Context: an optimization exercise on an open-source flow, tuned for a short achievable clock period and few clock cycles. The choices shown serve that exercise and are no tape-out recipe.
At most, simulation tests tie the RTL to the original design; equivalence was not proved.
Power and IR drop assume default switching activity.

build 48:
==> flow/design.v (excerpt) <==
module cpu_top (
    input  logic                      clock,
    input  logic                      arst_n,
    output logic [32-1:0]     imem_addr,
    input  logic [32-1:0]     imem_rdata,
    output logic [32-1:0]     dmem_addr,
    output logic [32-1:0]     dmem_wdata,
    output logic                      dmem_wren,
    input  logic [32-1:0]     dmem_rdata,
    output logic [5-1:0] rf_raddr_a,
    output logic [5-1:0] rf_raddr_b,
    input  logic [32-1:0]     rf_rdata_a,
    input  logic [32-1:0]     rf_rdata_b,
    output logic                      rf_wen,
    output logic [5-1:0] rf_widx,
    output logic [32-1:0]     rf_wdata
);
export LEC_CHECK = 0
export ABC_CLOCK_PERIOD_IN_PS = 2000
export CAP_MARGIN = 20
export CORE_MARGIN = 2
export CORE_UTILIZATION = 40
export SETUP_SLACK_MARGIN = 5
export SLEW_MARGIN = 20
export TNS_END_PERCENT = 100
create_clock -name core_clock -period 9.0 [get_ports {clock}]
standard.sh (not shown) runs the stock make flow with config.mk's settings and CLKGATE_MAP_FILE= SYNTH_SCRIPT=/design/flow/synth_recipe.tcl, a recipe that flattens the netlist after the stock synthesis.
==> flow/flow/run.sh <==
#!/bin/bash
# The standard layout, with timing repair aiming somewhat below the clock
# period: repair_timing keeps working until the setup slack reaches
# SETUP_SLACK_MARGIN. Make's output goes to standard.log, ORFS's own logs to
# orfs/logs.
set -euo pipefail
bash standard.sh SETUP_SLACK_MARGIN=5.5 finish > standard.log 2>&1
Testbench counts of build 48, summed over its fixed seeds: cycles 47,641.
Inputs modified between build 48 and build 57:
==> flow/run.sh (new file) <==
#!/bin/bash
# synth_recipe.tcl (not shown) runs the flow's synth.tcl, then flattens the netlist and writes it again
# the make line also repeats each setting of config.mk as NAME=value (left out here)
make -C /OpenROAD-flow-scripts/flow DESIGN_CONFIG=/design/flow/config.mk WORK_HOME=/design/flow/orfs CLKGATE_MAP_FILE= SYNTH_SCRIPT=/design/flow/synth_recipe.tcl finish
removed: flow/flow/run.sh
removed: flow/standard.sh
- For build 57, the launching instance or port of the critical path was e_cb[29], unlike build 48, where it was e_a[6].
- Relative to build 48, share of total power consumed by net switching decreased by 0.37 points in build 57.
- Highest clock frequency the design can meet down 0.038 GHz in build 57 wrt build 48
- Higher total power was reported by build 48, not build 57.
- Build 48 → build 57: number of hold-repair buffers added at the cts stage roughly the same, worst setup timing slack at the placement stage higher.
Input changes introduced in build 96 (baseline for comparison: build 57):
Settings: ABC_CLOCK_PERIOD_IN_PS changed from 2000 to 3300.
==> flow/flow/run.sh (new file) <==
#!/bin/bash
# The standard layout, with timing repair aiming somewhat below the clock
# period: repair_timing keeps working until the setup slack reaches
# SETUP_SLACK_MARGIN. Make's output goes to standard.log, ORFS's own logs to
# orfs/logs.
set -euo pipefail
bash standard.sh SETUP_SLACK_MARGIN=5.8 finish > standard.log 2>&1
==> flow/standard.sh (new file) <==
#!/bin/bash
# synth_recipe.tcl (not shown) runs the flow's synth.tcl, then flattens the netlist and writes it again
# the make line also repeats each setting of config.mk as NAME=value (left out here)
make -C /OpenROAD-flow-scripts/flow DESIGN_CONFIG=/design/flow/config.mk WORK_HOME=/design/flow/orfs CLKGATE_MAP_FILE= SYNTH_SCRIPT=/design/flow/synth_recipe.tcl "${@:-finish}"
removed: flow/run.sh
As far as count of distinct cell types in the synthesized netlist goes, build 57 and build 96 are indistinguishable; the numbers are identical.
Build 96 ends up with lower final critical-path required period than build 57 does.
Lower utilization after layout among build 57 and build 96: build 57
Diff build 57 -> build 96: routability congestion estimate went down 3.6%, post-cts gate resize count went up by 465.
Area added between synthesis and finish: build 96 vs build 57 up 6.9 points
Per the final summary, build 96 finished and its layout is clean on timing, DRC and antenna.
The master of the slowest instance on the critical path comes out a222oi_1 in one run and dfxtp_1 in the other, namely in build 96 and build 57 respectively.
Any difference in share of synthesized registers carrying an async set or reset between build 57 and build 96 is small enough to ignore.
Build 96 and build 57 ended up with roughly the same worst hold slack.
The following lists how build 76 was set up differently from build 96:
Settings: ABC_CLOCK_PERIOD_IN_PS now 2000, was 3300.
### Flow results
- Build 76 against build 96: source-to-sink clock delay at the later pin of the worst-skew pair held; count of endpoints failing setup in the final report held; tap cell count held; internal power of the cells held.
- Total via count in the routed design: build 96 vs build 76 identical
- Diff build 76..build 96 | synthesis-to-finish area growth | unchanged
- Depth of the worst register-to-register path came out exactly the same in build 76 and build 96.
- Between build 76 and build 96, the difference in effective utilization at floorplan is negligible.

---

Setup of old:
Another version of the RTL of cpu_top (not shown whole).
For scale: ~4300 cells after synthesis, roughly 280 I/O pins, about 44000 um2 of cells after synthesis.
==> flow/design.v (excerpt) <==
module cpu_top (
    input  logic                      clock,
    input  logic                      arst_n,
    output logic [32-1:0]     imem_addr,
    input  logic [32-1:0]     imem_rdata,
    output logic [32-1:0]     dmem_addr,
    output logic [32-1:0]     dmem_wdata,
    output logic                      dmem_wren,
    input  logic [32-1:0]     dmem_rdata,
    output logic [5-1:0] rf_raddr_a,
    output logic [5-1:0] rf_raddr_b,
    input  logic [32-1:0]     rf_rdata_a,
    input  logic [32-1:0]     rf_rdata_b,
    output logic                      rf_wen,
    output logic [5-1:0] rf_widx,
    output logic [32-1:0]     rf_wdata
);
==> flow/config.mk <==
export PLATFORM = sky130hd
export DESIGN_NAME = cpu_top
export DESIGN_NICKNAME = cpu_top
export VERILOG_FILES = /design/flow/design.v
export SDC_FILE = /design/flow/constraint.sdc
export NUM_CORES = 4
export LEC_CHECK = 0
export ABC_CLOCK_PERIOD_IN_PS = 2000
export CAP_MARGIN = 20
export CORE_MARGIN = 2
export CORE_UTILIZATION = 40
export SETUP_SLACK_MARGIN = 5
export SLEW_MARGIN = 20
export TNS_END_PERCENT = 100
==> flow/constraint.sdc <==
create_clock -name core_clock -period 9.0 [get_ports {clock}]
set_input_delay 1.8000 -clock core_clock [delete_from_list [all_inputs] [get_ports {clock}]]
set_output_delay 1.8000 -clock core_clock [all_outputs]
set_load 0.01 [all_outputs]
==> flow/flow/run.sh <==
#!/bin/bash
# The standard layout, with timing repair aiming somewhat below the clock
# period: repair_timing keeps working until the setup slack reaches
# SETUP_SLACK_MARGIN. Make's output goes to standard.log, ORFS's own logs to
# orfs/logs.
set -euo pipefail
bash standard.sh SETUP_SLACK_MARGIN=5.8 finish > standard.log 2>&1
Testbench counts of old, summed over its fixed seeds: cycles 47,728.
Changes in new relative to old:
--- a/flow/flow/run.sh
+++ b/flow/flow/run.sh
@@ -7 +7 @@
-bash standard.sh SETUP_SLACK_MARGIN=5.8 finish > standard.log 2>&1
+bash standard.sh SETUP_SLACK_MARGIN=7.0 finish > standard.log 2>&1
[summary]
new against old: overall routed net length +about 30%; worst-case reg-to-reg path depth higher; number of clock buffers in the layout has decreased; share of the clock period used by the worst path after layout increased by 4.9 points relative to the old numbers. Looking at power group with the largest share, the registers result is from old; the combinational logic one comes from new. Sort old and new by worst-case setup margin in the final layout, descending, and old comes first. Maximum ir drop on the vdd rail sits lower in new than in old. Compared to old, new has final area 12000 um2 higher.

---

== alpha ==
cpu_top, a different RTL version from the one above (not shown whole).
For scale: about 4300 cells after synthesis, about 810 flip-flops, ~0.043 mm2 of cells after synthesis.
==> flow/config.mk <==
export PLATFORM = sky130hd
export DESIGN_NAME = cpu_top
export DESIGN_NICKNAME = cpu_top
export VERILOG_FILES = /design/flow/design.v
export SDC_FILE = /design/flow/constraint.sdc
export NUM_CORES = 4
export LEC_CHECK = 0
export ABC_CLOCK_PERIOD_IN_PS = 2000
export CAP_MARGIN = 20
export CORE_MARGIN = 2
export CORE_UTILIZATION = 65
export SETUP_SLACK_MARGIN = 5
export SLEW_MARGIN = 20
export TNS_END_PERCENT = 100
==> flow/constraint.sdc <==
create_clock -name core_clock -period 9.0 [get_ports {clock}]
set_input_delay 1.8000 -clock core_clock [delete_from_list [all_inputs] [get_ports {clock}]]
set_output_delay 1.8000 -clock core_clock [all_outputs]
set_load 0.01 [all_outputs]
run.sh (not shown) runs the stock make flow with config.mk's settings and CLKGATE_MAP_FILE= SYNTH_SCRIPT=/design/flow/synth_recipe.tcl, a recipe that flattens the netlist after the stock synthesis.
Stock flow here: none of the scripts above is used.
Testbench counts of alpha, summed over its fixed seeds: cycles 47,728.
## Diff of input files: beta against alpha
- CORE_UTILIZATION: 65 -> 40
Results
First-iteration DRC count (beta vs. alpha) decreases by more than 10%
beta and alpha ended up with roughly the same layout net count.
beta: antenna diode count is 3 lower than what alpha reported.
On beta: worst setup slack is 0.015 ns higher than what alpha gave.

---

Another version of the RTL of cpu_top (not shown whole).
Size in the first run: ~3500 cells after synthesis, ~35000 sq um of cells after synthesis.
export LEC_CHECK = 0
export ABC_CLOCK_PERIOD_IN_PS = 2000
export CAP_MARGIN = 20
export CORE_MARGIN = 2
export CORE_UTILIZATION = 50
export SETUP_SLACK_MARGIN = 5
export SLEW_MARGIN = 20
export TNS_END_PERCENT = 100
create_clock -name core_clock -period 9.0 [get_ports {clock}]
standard.sh (not shown) runs the stock make flow with config.mk's settings and CLKGATE_MAP_FILE= SYNTH_SCRIPT=/design/flow/synth_recipe.tcl, a recipe that flattens the netlist after the stock synthesis.
==> flow/flow/run.sh <==
#!/bin/bash
# The standard layout, with timing repair aiming somewhat below the clock
# period: repair_timing keeps working until the setup slack reaches
# SETUP_SLACK_MARGIN. Make's output goes to standard.log, ORFS's own logs to
# orfs/logs.
set -euo pipefail
bash standard.sh SETUP_SLACK_MARGIN=5.8 finish > standard.log 2>&1
Next try:
CORE_UTILIZATION = 40   (was 50)
- clock skew drops by 0.0062 ns
- via count drops by about 2.2%
- wire length climbs by 0.54%
No functional check of the RTL was part of any run of this note.

---

Setup of build 78:
Another version of the RTL of cpu_top (not shown whole).
Size: roughly 850 flip-flops, about 0.045 mm^2 of cells after synthesis.
Design cpu_top, start of the top module:
module cpu_top (
    input  logic                      clock,
    input  logic                      arst_n,
    output logic [32-1:0]     imem_addr,
    input  logic [32-1:0]     imem_rdata,
    output logic [32-1:0]     dmem_addr,
    output logic [32-1:0]     dmem_wdata,
    output logic                      dmem_wren,
    input  logic [32-1:0]     dmem_rdata,
    output logic [5-1:0] rf_raddr_a,
    output logic [5-1:0] rf_raddr_b,
    input  logic [32-1:0]     rf_rdata_a,
    input  logic [32-1:0]     rf_rdata_b,
    output logic                      rf_wen,
    output logic [5-1:0] rf_widx,
    output logic [32-1:0]     rf_wdata
);
export LEC_CHECK = 0
export ABC_CLOCK_PERIOD_IN_PS = 2000
export CAP_MARGIN = 20
export CORE_MARGIN = 2
export CORE_UTILIZATION = 40
export SETUP_SLACK_MARGIN = 5
export SLEW_MARGIN = 20
export TNS_END_PERCENT = 100
create_clock -name core_clock -period 9.0 [get_ports {clock}]
==> flow/flow/run.sh <==
#!/bin/bash
# The standard layout, with timing repair aiming somewhat below the clock
# period: repair_timing keeps working until the setup slack reaches
# SETUP_SLACK_MARGIN. Make's output goes to standard.log, ORFS's own logs to
# orfs/logs.
set -euo pipefail
bash standard.sh SETUP_SLACK_MARGIN=6.0 finish > standard.log 2>&1
Build 78 finished all stages; the layout is clean.
Testbench counts of build 78, summed over its fixed seeds: cycles 47,728.
Setup changes, build 78 to trial 5
-- flow/flow/run.sh --
<<< build 78, line 6
set -euo pipefail
bash standard.sh SETUP_SLACK_MARGIN=6.0 finish > standard.log 2>&1
>>> trial 5, line 6
set -euo pipefail
bash standard.sh SETUP_SLACK_MARGIN=5.8 finish > standard.log 2>&1
Findings:
| maximum number of pins on one net before global-route repair | higher: build 78 |. Trial 5 reports a lower post-placement setup slack than build 78 does. Row portion of total power attributed to combinational logic: trial 5 lower / build 78 higher. According to the power report, total power for trial 5 is lower than for build 78. Changes observed in trial 5 relative to build 78: end-of-flow core utilization decreased 1.8 points, total routed wirelength increased 7.3 mm, met2 track utilization from global routing increased 5.4 points, sequential fraction of total cell area increased 1.1 points. For vias after detailed routing, build 78 and trial 5 come out practically identical. The clock-pin transition on the worst setup and hold timing paths of build 78 and that of trial 5 are within noise of each other.

---

Another version of the RTL of cpu_top (not shown whole).
Size in the first run: about 2,100 cells after synthesis, about 140 flip-flops, about 280 I/O pins, ~17,000 sq um of cells after synthesis.
clock: 9.0 ns
lec_check: 0
abc_clock_period_in_ps: 1000
cap_margin: 20
core_margin: 2
core_utilization: 40
setup_slack_margin: 5
slew_margin: 20
tns_end_percent: 100
run.sh (not shown) runs the stock make flow with config.mk's settings and CLKGATE_MAP_FILE= SYNTH_SCRIPT=/design/flow/synth_recipe.tcl, a recipe that flattens the netlist after the stock synthesis.
Stock flow here: none of the scripts above is used.
Testbench counts at the start, summed over its fixed seeds: cycles 44,387.
Edit:
Settings changed: ABC_CLOCK_PERIOD_IN_PS 1000 to unset, SETUP_SLACK_MARGIN 5 to unset, TNS_END_PERCENT 100 to unset.
- wire length decreases by 13%
- sequential share of layout area increases by 2.4 points
- clock power increases by about 3%
Edit:
Settings changed: ABC_CLOCK_PERIOD_IN_PS set to 3000, SETUP_SLACK_MARGIN set to 5, TNS_END_PERCENT set to 100.
After rerunning: Utilization came out higher by 8.6 points; hold slack loses 22 ps; setup slack improved by 1300 ps; routed wire length rises by 14%; via count rises by 8.4%; global-route usage went up by 4.4 points; non-clock buffer count rises by 154.

---

Setup of v11:
cpu_top, a different RTL version from the one above (not shown whole).
Size in the first run: ~610 flip-flops, ~280 I/O pins, ~0.033 sq mm of cells after synthesis.
Settings: LEC_CHECK=0, ABC_CLOCK_PERIOD_IN_PS=2000, CAP_MARGIN=20, CORE_MARGIN=2, CORE_UTILIZATION=40, SETUP_SLACK_MARGIN=5, SLEW_MARGIN=20, TNS_END_PERCENT=100; clock period 9.0 ns.
standard.sh (not shown) runs the stock make flow with config.mk's settings and CLKGATE_MAP_FILE= SYNTH_SCRIPT=/design/flow/synth_recipe.tcl, a recipe that flattens the netlist after the stock synthesis.
==> flow/flow/run.sh <==
#!/bin/bash
# The standard layout, with timing repair aiming somewhat below the clock
# period: repair_timing keeps working until the setup slack reaches
# SETUP_SLACK_MARGIN. Make's output goes to standard.log, ORFS's own logs to
# orfs/logs.
set -euo pipefail
bash standard.sh SETUP_SLACK_MARGIN=5.8 finish > standard.log 2>&1
#### Input delta (v12 over v11)
diff --git a/flow/flow/run.sh b/flow/flow/run.sh
--- a/flow/flow/run.sh
+++ b/flow/flow/run.sh
@@ -7 +7 @@
-bash standard.sh SETUP_SLACK_MARGIN=5.8 finish > standard.log 2>&1
+bash standard.sh SETUP_SLACK_MARGIN=6.2 finish > standard.log 2>&1
Notes after the runs:
Both conditions hold for v12: the flow ran to the end and the final layout passed the timing, DRC and antenna checks.
| worst slew margin relative to its limit | lower: v12 |
Going from v11 to v12, critical path depth in cells shrinks by 2.
Between v12 and v11, via count is higher for v12, v11 comes in under that.
In v12, the worst endpoint required time came out 30 ps above the value in v11.
Delta (v12 minus v11): per-cell via count in the routed design +0.029; amount of wire on met3 after detailed routing +about 10%; number of placed instances, taps included ~0 delta; final critical-path required period +8.4 ps; actual transition at the worst max-transition pin +42 ps.
No run of this note included a check of the RTL's function; only the layout flow was run.

---

cpu_top with an RTL version that a note above also has.
For scale: ~3,500 cells after synthesis, about 650 flip-flops, roughly 280 I/O pins.
// cpu_top
module cpu_top (
    input  logic                      clock,
    input  logic                      arst_n,
    output logic [32-1:0]     imem_addr,
    input  logic [32-1:0]     imem_rdata,
    output logic [32-1:0]     dmem_addr,
    output logic [32-1:0]     dmem_wdata,
    output logic                      dmem_wren,
    input  logic [32-1:0]     dmem_rdata,
    output logic [5-1:0] rf_raddr_a,
    output logic [5-1:0] rf_raddr_b,
    input  logic [32-1:0]     rf_rdata_a,
    input  logic [32-1:0]     rf_rdata_b,
    output logic                      rf_wen,
    output logic [5-1:0] rf_widx,
    output logic [32-1:0]     rf_wdata
);
Settings: LEC_CHECK=0, ABC_CLOCK_PERIOD_IN_PS=1200, CAP_MARGIN=20, CORE_MARGIN=2, CORE_UTILIZATION=40, SETUP_SLACK_MARGIN=5, SLEW_MARGIN=20, TNS_END_PERCENT=100; clock period 9.0 ns.
==> flow/flow/run.sh <==
#!/bin/bash
# The standard layout, with timing repair aiming somewhat below the clock
# period: repair_timing keeps working until the setup slack reaches
# SETUP_SLACK_MARGIN. Make's output goes to standard.log, ORFS's own logs to
# orfs/logs.
set -euo pipefail
bash standard.sh SETUP_SLACK_MARGIN=5.8 finish > standard.log 2>&1
Testbench counts at the start, summed over its fixed seeds: cycles 47,641.
==> next run, changes <==
Settings changed: ABC_CLOCK_PERIOD_IN_PS 1200 to 2000, PLACE_DENSITY from default to 0.7.
After rerunning:
- The new run finished clean
- area after synthesis does not change
- cell count went down by 0.39%
- sequential cell count does not change
- total power went down by 0.42%

separate check: timing with driven ports:
No port has a modelled driver above. Below, the same layouts with a new extraction and two added sets of constraints. Step 1 (the two cells are an assumption about what drives the block):
set clk [get_ports {clock}]
set_driving_cell -lib_cell sky130_fd_sc_hd__clkbuf_16 $clk
set_driving_cell -lib_cell sky130_fd_sc_hd__buf_2 [delete_from_list [all_inputs] $clk]
Step 2 moves the port delays by t, midway between the first and last clock arrival at a register: inputs arrive t later, outputs are due t later. That takes back most of the time a late clock gives input paths. Slacks: no drivers / after step 1 / after step 2; pairs: no drivers / after step 1.
run | shift t [ns] | slack for setup (ns) | latest minus earliest clock arrival (ns)
build 48 | 0.693 | 5.517 / 5.468 / 4.997 | 0.037 / 0.038
build 57 | 0.699 | 4.991 / 4.991 / 4.428 | 0.033 / 0.034
build 96 | 0.702 | 5.745 / 5.745 / 5.072 | 0.050 / 0.050
build 76 | 0.702 | 5.745 / 5.745 / 5.072 | 0.050 / 0.050
old | 0.766 | 5.259 / 5.235 / 4.469 | 0.063 / 0.063
new | 0.780 | 4.821 / 4.821 / 4.469 | 0.069 / 0.069
alpha | 0.718 | 4.957 / 4.957 / 4.423 | 0.033 / 0.033
beta | 0.748 | 4.972 / 4.972 / 4.345 | 0.044 / 0.044
the first run of note 4 | 0.672 | 5.674 / 5.674 / 5.090 | 0.043 / 0.042
the second run of note 4 | 0.697 | 5.636 / 5.636 / 5.142 | 0.039 / 0.038
build 78 | 0.760 | 5.530 / 5.530 / 5.061 | 0.043 / 0.043
trial 5 | 0.744 | 5.522 / 5.522 / 4.926 | 0.065 / 0.065
the first run of note 6 | 0.547 | 3.761 / 3.776 / 3.229 | 0.017 / 0.016
the second run of note 6 | 0.492 | 2.442 / 2.467 / 1.975 | 0.012 / 0.012
the third run of note 6 | 0.547 | 3.761 / 3.776 / 3.229 | 0.017 / 0.016
v11 | 0.679 | 5.529 / 5.529 / 5.150 | 0.055 / 0.056
v12 | 0.689 | 5.520 / 5.520 / 5.127 | 0.039 / 0.039
the first run of note 8 | 0.702 | 5.745 / 5.745 / 5.072 | 0.050 / 0.050
the second run of note 8 | 0.694 | 5.734 / 5.744 / 5.062 | 0.041 / 0.040
After both steps every run listed still meets setup and hold. The setup slack of old, which loses most, moves by -0.024 ns with the drivers and by -0.790 ns with both steps.
